Background: an optimization exercise with open tools, aiming at small area. Do not read the settings as production practice.
In this exercise RTL edits were held to simulation tests only and were not proved equivalent to the original.
Power figures rest on the tool's default switching activity, not on a simulated workload.

==> design/flow/design.v <==
`default_nettype none
package snake_geom_pkg;
    typedef logic [6:0] coord_t;
    typedef enum logic [1:0] {
        dir_right,
        dir_left,
        dir_up,
        dir_down
    } dir_t;
    typedef logic [16-1:0][6:0] body_array_t;    
    typedef logic [4-1:0] len_t;             
endpackage
`default_nettype wire
`default_nettype none
package snake_ctrl_pkg;
    typedef enum logic [2:0] {
        st_idle,
        st_wait,
        st_moving,
        st_move_done,
        st_eaten,
        st_fruit_update,
        st_collision
    } game_state_t;
    typedef enum logic [1:0] {
        turn_none,
        turn_left,
        turn_right
    } turn_t;
endpackage
`default_nettype wire
`timescale 1ns/1ps
`default_nettype none
module turn_request (
    input  logic                  clock_25,
    input  logic                  reset,
    input  logic                  right_btn,
    input  logic                  left_btn,
    input  logic                  step,
    input  logic                  restart,
    output logic                  start_press,
    output snake_ctrl_pkg::turn_t turn
);
    logic [1:0] right_shift;                 
    logic [1:0] left_shift;
    logic       right_pulse;
    logic       left_pulse;
    always_ff @(posedge clock_25 or negedge reset) begin
        if (!reset) begin
            right_shift <= 2'b00;
            left_shift  <= 2'b00;
            right_pulse <= 1'b0;
            left_pulse  <= 1'b0;
        end else begin
            right_shift <= {right_shift[0], right_btn};
            left_shift  <= {left_shift[0], left_btn};
            right_pulse <= right_shift[0] & ~right_shift[1];
            left_pulse  <= left_shift[0] & ~left_shift[1];
        end
    end
    assign start_press = right_pulse | left_pulse;   
    always_ff @(posedge clock_25 or negedge reset) begin
        if (!reset) begin
            turn <= snake_ctrl_pkg::turn_none;
        end else if (restart) begin
            turn <= snake_ctrl_pkg::turn_none;
        end else if (right_pulse && left_pulse) begin
            turn <= snake_ctrl_pkg::turn_none;                       
        end else if (right_pulse) begin
            turn <= snake_ctrl_pkg::turn_right;
        end else if (left_pulse) begin
            turn <= snake_ctrl_pkg::turn_left;
        end else if (step) begin
            turn <= snake_ctrl_pkg::turn_none;                       
        end
    end
endmodule
`default_nettype wire
`timescale 1ns/1ps
`default_nettype none
module heading_ctrl (
    input  logic                   clock_25,
    input  logic                   reset,
    input  logic                   restart,
    input  snake_ctrl_pkg::turn_t  turn,
    input  snake_geom_pkg::coord_t head_x,
    input  snake_geom_pkg::coord_t head_y,
    input  snake_geom_pkg::coord_t neck_x,
    input  snake_geom_pkg::coord_t neck_y,
    output snake_geom_pkg::dir_t   heading
);
    snake_geom_pkg::dir_t travel;                            
    snake_geom_pkg::dir_t turned;
    always_comb begin
        travel = heading;                    
        if (head_y == neck_y && head_x > neck_x)
            travel = snake_geom_pkg::dir_right;
        else if (head_y == neck_y && head_x < neck_x)
            travel = snake_geom_pkg::dir_left;
        else if (head_x == neck_x && head_y < neck_y)
            travel = snake_geom_pkg::dir_up;
        else if (head_x == neck_x && head_y > neck_y)
            travel = snake_geom_pkg::dir_down;
    end
    always_comb begin
        case (travel)
            snake_geom_pkg::dir_right: turned = (turn == snake_ctrl_pkg::turn_right) ? snake_geom_pkg::dir_down  : snake_geom_pkg::dir_up;
            snake_geom_pkg::dir_down:  turned = (turn == snake_ctrl_pkg::turn_right) ? snake_geom_pkg::dir_left  : snake_geom_pkg::dir_right;
            snake_geom_pkg::dir_left:  turned = (turn == snake_ctrl_pkg::turn_right) ? snake_geom_pkg::dir_up    : snake_geom_pkg::dir_down;
            default:   turned = (turn == snake_ctrl_pkg::turn_right) ? snake_geom_pkg::dir_right : snake_geom_pkg::dir_left;
        endcase
    end
    always_ff @(posedge clock_25 or negedge reset) begin
        if (!reset)
            heading <= snake_geom_pkg::dir_right;
        else if (restart)
            heading <= snake_geom_pkg::dir_right;
        else if (turn != snake_ctrl_pkg::turn_none)
            heading <= turned;
    end
endmodule
`default_nettype wire
`timescale 1ns/1ps
`default_nettype none
module snake_body (
    input  logic                        clock_25,
    input  logic                        restart,
    input  logic                        step,
    input  logic                        grow,
    input  snake_geom_pkg::dir_t        heading,
    output snake_geom_pkg::coord_t      head_x,
    output snake_geom_pkg::coord_t      head_y,
    output snake_geom_pkg::coord_t      neck_x,
    output snake_geom_pkg::coord_t      neck_y,
    output logic [16-1:0][6:0] body_x,
    output logic [16-1:0][6:0] body_y,
    output snake_geom_pkg::len_t        snake_length,
    output logic                        collision
);
    snake_geom_pkg::coord_t next_x;                          
    snake_geom_pkg::coord_t next_y;
    logic   self_hit;
    logic   wall_hit;
    assign neck_x = body_x[0];
    assign neck_y = body_y[0];
    always_comb begin
        next_x = head_x;
        next_y = head_y;
        case (heading)
            snake_geom_pkg::dir_right: next_x = head_x + 7'd1;
            snake_geom_pkg::dir_left:  next_x = head_x - 7'd1;
            snake_geom_pkg::dir_up:    next_y = head_y - 7'd1;
            default:   next_y = head_y + 7'd1;
        endcase
    end
    always_comb begin
        self_hit = 1'b0;
        for (int i = 0; i < 16; i++) begin
            if (i < int'(snake_length) - 1 && head_x == body_x[i] && head_y == body_y[i])
                self_hit = 1'b1;
        end
    end
    assign wall_hit = (head_x == 7'd0 && heading == snake_geom_pkg::dir_left)
                   || (head_x == snake_geom_pkg::coord_t'(124 - 1) && heading == snake_geom_pkg::dir_right)
                   || (head_y == 7'd0 && heading == snake_geom_pkg::dir_up)
                   || (head_y == snake_geom_pkg::coord_t'(81 - 1) && heading == snake_geom_pkg::dir_down);
    assign collision = self_hit | wall_hit;
    always_ff @(posedge clock_25) begin
        if (restart) begin
            head_x <= snake_geom_pkg::coord_t'(8);
            head_y <= snake_geom_pkg::coord_t'(40);
            for (int i = 0; i < 16; i++) begin
                if (i < 6 - 1) begin
                    body_x[i] <= snake_geom_pkg::coord_t'(8 - 1 - i);   
                    body_y[i] <= snake_geom_pkg::coord_t'(40);
                end else begin
                    body_x[i] <= snake_geom_pkg::coord_t'(127);
                    body_y[i] <= snake_geom_pkg::coord_t'(127);
                end
            end
            snake_length <= snake_geom_pkg::len_t'(6);
        end else begin
            if (step && !collision) begin
                head_x    <= next_x;
                head_y    <= next_y;
                body_x[0] <= head_x;                 
                body_y[0] <= head_y;
                for (int i = 1; i < 16; i++) begin
                    if (i < int'(snake_length) - 1) begin
                        body_x[i] <= body_x[i-1];
                        body_y[i] <= body_y[i-1];
                    end
                end
            end
            if (grow && snake_length != snake_geom_pkg::len_t'(16 - 1))
                snake_length <= snake_length + 1'b1;    
        end
    end
endmodule
`default_nettype wire
`timescale 1ns/1ps
`default_nettype none
module fruit_ctrl (
    input  logic                        clock_25,
    input  logic                        reset,
    input  logic                        restart,
    input  logic                        eat,
    input  logic                        resample,
    input  snake_geom_pkg::coord_t      head_x,
    input  snake_geom_pkg::coord_t      head_y,
    input  logic [16-1:0][6:0] body_x,
    input  logic [16-1:0][6:0] body_y,
    output snake_geom_pkg::coord_t      fruit_x,
    output snake_geom_pkg::coord_t      fruit_y,
    output logic                        fruit_eaten,
    output logic                        fruit_bad,
    output logic [7:0]                  score
);
    snake_geom_pkg::coord_t lfsr_x;
    snake_geom_pkg::coord_t lfsr_y;
    logic   on_body;
    function automatic snake_geom_pkg::coord_t lfsr_next(input snake_geom_pkg::coord_t q);
        lfsr_next = {q[5:0], q[6] ^ q[5]};
    endfunction
    always_ff @(posedge clock_25 or negedge reset) begin
        if (!reset) begin
            lfsr_x <= 7'b0011100;
            lfsr_y <= 7'b0110000;
        end else begin
            lfsr_x <= lfsr_next(lfsr_x);
            lfsr_y <= lfsr_next(lfsr_y);
        end
    end
    always_comb begin
        on_body = 1'b0;
        for (int i = 0; i < 16; i++) begin
            if (fruit_x == body_x[i] && fruit_y == body_y[i])
                on_body = 1'b1;
        end
    end
    assign fruit_eaten = (fruit_x == head_x) && (fruit_y == head_y);
    assign fruit_bad   = fruit_x >= snake_geom_pkg::coord_t'(124) || fruit_y >= snake_geom_pkg::coord_t'(81)
                      || fruit_eaten || on_body;
    always_ff @(posedge clock_25) begin
        if (restart) begin
            fruit_x <= snake_geom_pkg::coord_t'(8);
            fruit_y <= snake_geom_pkg::coord_t'(42);
        end else if (resample && (eat || fruit_bad)) begin
            fruit_x <= lfsr_x;
            fruit_y <= lfsr_y;
        end
    end
    always_ff @(posedge clock_25 or negedge reset) begin
        if (!reset)
            score <= 8'd0;
        else if (restart)
            score <= 8'd0;
        else if (eat)
            score <= score + 8'd1;           
    end
endmodule
`default_nettype wire
`timescale 1ns/1ps
`default_nettype none
module game_fsm (
    input  logic clock_25,
    input  logic reset,
    input  logic start_press,
    input  logic game_tik,
    input  logic collision,
    input  logic fruit_eaten,
    input  logic fruit_bad,
    output logic restart,
    output logic step,
    output logic eat,
    output logic resample,
    output logic game_over
);
    snake_ctrl_pkg::game_state_t state;
    snake_ctrl_pkg::game_state_t next_state;
    always_comb begin
        next_state = state;
        case (state)
            snake_ctrl_pkg::st_idle:         if (start_press) next_state = snake_ctrl_pkg::st_wait;
            snake_ctrl_pkg::st_wait:         if (game_tik) next_state = snake_ctrl_pkg::st_moving;    
            snake_ctrl_pkg::st_moving:       next_state = snake_ctrl_pkg::st_move_done;
            snake_ctrl_pkg::st_move_done: begin
                if (collision)
                    next_state = snake_ctrl_pkg::st_collision;   
                else if (fruit_eaten)
                    next_state = snake_ctrl_pkg::st_eaten;
                else
                    next_state = snake_ctrl_pkg::st_wait;
            end
            snake_ctrl_pkg::st_eaten:        next_state = snake_ctrl_pkg::st_fruit_update;    
            snake_ctrl_pkg::st_fruit_update: if (!fruit_bad) next_state = snake_ctrl_pkg::st_wait;
            snake_ctrl_pkg::st_collision:    if (start_press) next_state = snake_ctrl_pkg::st_idle;
            default:         next_state = snake_ctrl_pkg::st_idle;
        endcase
    end
    always_ff @(posedge clock_25 or negedge reset) begin
        if (!reset) begin
            state     <= snake_ctrl_pkg::st_idle;
            restart   <= 1'b0;
            step      <= 1'b0;
            eat       <= 1'b0;
            resample  <= 1'b0;
            game_over <= 1'b0;
        end else begin
            state     <= next_state;
            restart   <= (next_state == snake_ctrl_pkg::st_idle) || (next_state == snake_ctrl_pkg::st_collision);
            step      <= next_state == snake_ctrl_pkg::st_move_done;
            eat       <= next_state == snake_ctrl_pkg::st_eaten;              
            resample  <= (next_state == snake_ctrl_pkg::st_eaten) || (next_state == snake_ctrl_pkg::st_fruit_update);
            game_over <= next_state == snake_ctrl_pkg::st_collision;
        end
    end
endmodule
`default_nettype wire
`timescale 1ns/1ps
`default_nettype none
module snake_game_top (
    input  logic                   clock_25,
    input  logic                   reset,            
    input  logic                   game_tik,
    input  logic                   right_btn,
    input  logic                   left_btn,
    output snake_geom_pkg::coord_t head_x,
    output snake_geom_pkg::coord_t head_y,
    output snake_geom_pkg::coord_t fruit_x,
    output snake_geom_pkg::coord_t fruit_y,
    output logic [7:0]             score,
    output snake_geom_pkg::len_t   snake_length,
    output snake_geom_pkg::dir_t   heading,
    output logic                   game_over
);
    logic        start_press;
    snake_ctrl_pkg::turn_t       turn;
    logic        restart, step, eat, resample;    
    snake_geom_pkg::coord_t      neck_x, neck_y;
    logic [16-1:0][6:0] body_x, body_y;
    logic        collision, fruit_eaten, fruit_bad;
    turn_request u_turn (.clock_25, .reset, .right_btn, .left_btn, .step, .restart,
                         .start_press, .turn);
    heading_ctrl u_heading (.clock_25, .reset, .restart, .turn, .head_x, .head_y,
                            .neck_x, .neck_y, .heading);
    snake_body u_body (.clock_25, .restart, .step, .grow(eat), .heading, .head_x, .head_y,
                       .neck_x, .neck_y, .body_x, .body_y, .snake_length, .collision);
    fruit_ctrl u_fruit (.clock_25, .reset, .restart, .eat, .resample, .head_x, .head_y,
                        .body_x, .body_y, .fruit_x, .fruit_y, .fruit_eaten, .fruit_bad,
                        .score);
    game_fsm u_fsm (.clock_25, .reset, .start_press, .game_tik, .collision, .fruit_eaten,
                    .fruit_bad, .restart, .step, .eat, .resample, .game_over);
endmodule
`default_nettype wire
==> design/flow/run.sh <==
#!/bin/bash
# synth_recipe.tcl (not shown) runs the flow's synth.tcl, then flattens the netlist and writes it again
# the make line also repeats each setting of config.mk as NAME=value (left out here)
make -C /OpenROAD-flow-scripts/flow DESIGN_CONFIG=/design/flow/config.mk WORK_HOME=/design/flow/orfs CLKGATE_MAP_FILE= SYNTH_SCRIPT=/design/flow/synth_recipe.tcl finish
==> design/flow/config.mk <==
export PLATFORM = sky130hd
export DESIGN_NAME = snake_game_top
export DESIGN_NICKNAME = snake_game_top
export VERILOG_FILES = /design/flow/design.v
export SDC_FILE = /design/flow/constraint.sdc
export NUM_CORES = 4
export LEC_CHECK = 0
export CAP_MARGIN = 20
export CORE_MARGIN = 2
export CORE_UTILIZATION = 40
export SLEW_MARGIN = 20
==> design/flow/constraint.sdc <==
create_clock -name core_clock -period 7.0 [get_ports {clock_25}]
set_input_delay 1.4000 -clock core_clock [delete_from_list [all_inputs] [get_ports {clock_25}]]
set_output_delay 1.4000 -clock core_clock [all_outputs]
set_load 0.01 [all_outputs]
==> flow_metrics.tcl <==
set metrics [dict create \
    slew_viol_final 0 \
    r2r_setup_slack_ns 2.17 \
    place_congestion 0.925 \
    reg2reg_from "u_body.snake_length[0]" \
    clk_latency_ns 0.54 \
    cap_violations 0 \
    power_frac_seq_pct 35.9 \
    postCtsSetupBuffers 0 \
    cts_resized 0 \
    start_kind "register" \
    max_freq_mhz 207 \
    viasPerCell 5.61 \
    async_reset_ff_share_pct 13.5 \
    numCtsBuffers 35 \
    fin_cells 2412 \
    power_density_nw_per_um2 362 \
    power.switching_mw 2.81 \
    initial_core_util_pct 40.7 \
    firstDrtPassIters 5 \
    synth.mux.area_fraction_pct 13.6 \
    antenna_found_initial 1 \
    synthesis.nets 1886 \
    grt.overflow.total 0 \
    nets 1881 \
    crit_start "u_body.snake_length[0]" \
    grt_max_degree 93 \
    synthFlopType "dfxtp_1" \
    combPwrFrac_pct 37.1 \
    end_kind "register" \
    synth.most_common_cell "xnor2_1" \
    synthAdderAreaFrac_pct 2.27 \
    cp.required_ns 7.45 \
    reg2reg_to "u_body.body_y[44]" \
    syn-instance-count 1851 \
    slew_headroom_pct 25.0 \
    cp.buffers_inverters 1 \
    rsz0062_at_grt "no" \
    crit_slowest_cell "a21oi_2" \
    dp_hpwl_um 37800 \
    place_worst_setup_slack_ns 2.23 \
    synth_area_leader_cell "dfxtp_1" \
    grt_pass1_wl_um 83800 \
    avgSynthCellArea_um2 9.27 \
    via_count 13500 \
    fp.dieW_um 211 \
    ys_seq_elements 296 \
    tightest_slew_ns 1.12 \
    synth_compound_area_share_pct 4.75 \
    postRouteAntennaNets 0 \
    synthXorXnorAreaFrac_pct 24.1 \
    setup_ws_ns 2.17 \
    synth.distinct_cells 64 \
    setup_violations 0 \
    holdWs_ns 0.368 \
    cp-endpoint "u_body.body_y[44]" \
    port_buffers 47 \
    routedWlPerCell_um 22.6 \
    power_frac_clock_pct 27.0 \
    worst_path_dominant_cell_family "simple AND/OR/NAND/NOR gates" \
    critPathMaxFanout 42 \
    tns_ns 0 \
    cts_tree "yes" \
    drt_iter0_drc 1087 \
    cts_hold_buf 0 \
    ir_drop_v 0.000189 \
    synth_area_leaders "dfxtp_1 (30%), mux2i_1 (14%), xnor2_1 (13%), xor2_1 (11%), nor2_1 (5.2%)" \
    root_buffer "clkbuf_16" \
    grt_usage_pct 24.7 \
    hold_viol_final 0 \
    arrival_ns 5.28 \
    syn_area_um2 17200 \
    ios 48 \
    crit_type "reg -> reg" \
    htreeDepth 2 \
    path_cells "inv_1 > ha_1 > xnor2_2 > nand2_1 > nor2_1 > o22ai_1 > nor4_4 > nand4_4 > a21oi_2 > mux2i_1" \
    yosys-top-cells-count "xnor2_1 (263), dfxtp_1 (256), nor2_1 (236)" \
    p_leak_nw 7.23 \
    grt_pass1_vias 13800 \
    fin_crit_sh_pct 69.1 \
    core_area_um2 42100 \
    slowest_delay_ns 1.10 \
    area_growth_syn_to_layout_pct 11.3 \
    synth.yosys.seq_area_share_pct 35.7 \
    status "timing/DRC/antenna clean" \
    p_sw_share_pct 40.7 \
    synthSimpleGateAreaFrac_pct 15.0 \
    r2r_cells 10 \
    clk_path_buf_depth 3 \
    wirelength_um 54600 \
    period_minus_slack_ns 4.83 \
    cp_num_cells 10 \
    clock_skew_ns 0.0243 \
    num_rows 75 \
    yosysTopAreaCellShare_pct 29.9 \
    yosys_warnings 5 \
    synth-edff-count 0 \
    clkTransAtPathRegs_ns 0.06 \
    hold_class "reg -> reg" \
    dieArea_um2 44600 \
    p_int_mw 4.11 \
    route.detailed.drc 0 \
    dp_cells 2348 \
    drive_gt1_share_pct 6.62 \
    cts_sinks 296 \
    synth_top_family_by_area "XOR/XNOR gates" \
    die_y_um 211 \
]
[final cells by class]
type | instances | area (µm²)
fill | 3992 | 23000
multi-input combinational | 1398 | 10300
sequential | 296 | 6140
clock buffer | 45 | 985
timing repair buffer | 81 | 721
tap | 539 | 674
clock inverter | 18 | 191
inverter | 34 | 128
antenna | 1 | 2.50
[placed cells by master (no fill, tap or decap), types with 34 or more instances in the layout]
master / Yosys / layout
mux2i_1: 234 / 234
xor2_1: 207 / 207
dfxtp_1: 256 / 256
nand4_1: 72 / 72
clkbuf_16: 0 / 36
buf_4: 22 / 34
nand2_1: 100 / 100
clkdlybuf4s50_1: 0 / 46
xnor2_1: 263 / 263
nor4_1: 61 / 61
dfrtp_1: 35 / 34
nor2_1: 236 / 236
[power by group through the flow]
stage / sequential (mW) / combinational, mW / clock [mW]
final: 2.48 / 2.57 / 1.87
after global routing: 2.51 / 2.81 / 1.97
after CTS: 2.47 / 2.55 / 1.90
after detailed placement: 2.50 / 2.53 / 0
after global placement: 2.50 / 2.49 / 0
after floorplan: 2.21 / 2.04 / 0
[per-stage QoR]
stage	utilization (%)	cell area [µm²]	power, mW
after global placement	42.5	17900	4.99
after floorplan	-	17200	4.25
after detailed placement	42.5	17900	5.03
final	45.3	19100	6.92
after global routing	45.3	19100	7.29
after CTS	45.3	19100	6.92
[state kept, by name (all words and copies together), names as in the netlist, 3 cells and up]
name,flops
u_body.body_y,112
u_fruit.fruit_x,7
u_fsm.state,3
u_body.snake_length,4
u_fruit.lfsr_x,7
u_fruit.lfsr_y,7
u_body.head_y,7
u_fruit.fruit_y,7
u_body.head_x,7
u_body.body_x,112
u_fruit.score,8
[logic make-up (layout without fill, tap and decap cells)]
family,Yosys count,after routing
compound gates,121,121
xor+xnor,471,471
fa+ha+maj,30,30
buf+inv,157,178
flops,296,296
mux,234,234
other cells,0,1
simple gates,542,542
[routing by layer]
layer,GRT usage [%],share of wire (%),up-vias
li1,-,-,6286
met1,32.2,43,6548
met2,39.8,45,515
met3,4.07,6.5,175
met4,12.0,4.7,0
met5,0,0,-
[how the worst min path moves through the flow]
stage	start	end	slack, ns	depth (start not counted)
after global placement	u_turn.left_shift[0]	u_turn.left_shift[1]	0.35	0
after detailed placement	u_fruit.lfsr_y[2]	u_fruit.lfsr_y[3]	0.36	0
after floorplan	u_turn.left_shift[0]	u_turn.left_shift[1]	0.35	0
after CTS	u_fruit.lfsr_x[3]	u_fruit.lfsr_x[4]	0.37	0
after global routing	u_fruit.lfsr_x[3]	u_fruit.lfsr_x[4]	0.37	0
final	u_fruit.lfsr_x[3]	u_fruit.lfsr_x[4]	0.37	0

[static timing again, ports no longer ideal]
The results above use ideal ports. As a check the final layout listed here was re-extracted and re-timed, cells and wires unchanged. Step 1 (the two cells are an assumption about what drives the block):
set clk [get_ports {clock_25}]
set_driving_cell -lib_cell sky130_fd_sc_hd__clkbuf_16 $clk
set_driving_cell -lib_cell sky130_fd_sc_hd__buf_2 [delete_from_list [all_inputs] $clk]
Step 2, shift: input delay + t, output delay - t, t = (earliest + latest rising clock arrival at the registers) / 2. This alone moves slack from input paths to output paths. Slacks: ideal ports / drivers / drivers and shift; pairs: ideal ports / drivers.
t, ns: 0.587
slack for setup (ns): 2.165 / 2.165 / 2.165
hold WS [ns]: 0.368 / 0.368 / 0.368
latest minus earliest clock arrival (ns): 0.024 / 0.025
After both steps this run still meets setup and hold. The setup slack of this run moves by 0.000 ns with the drivers and by 0.000 ns with both steps.
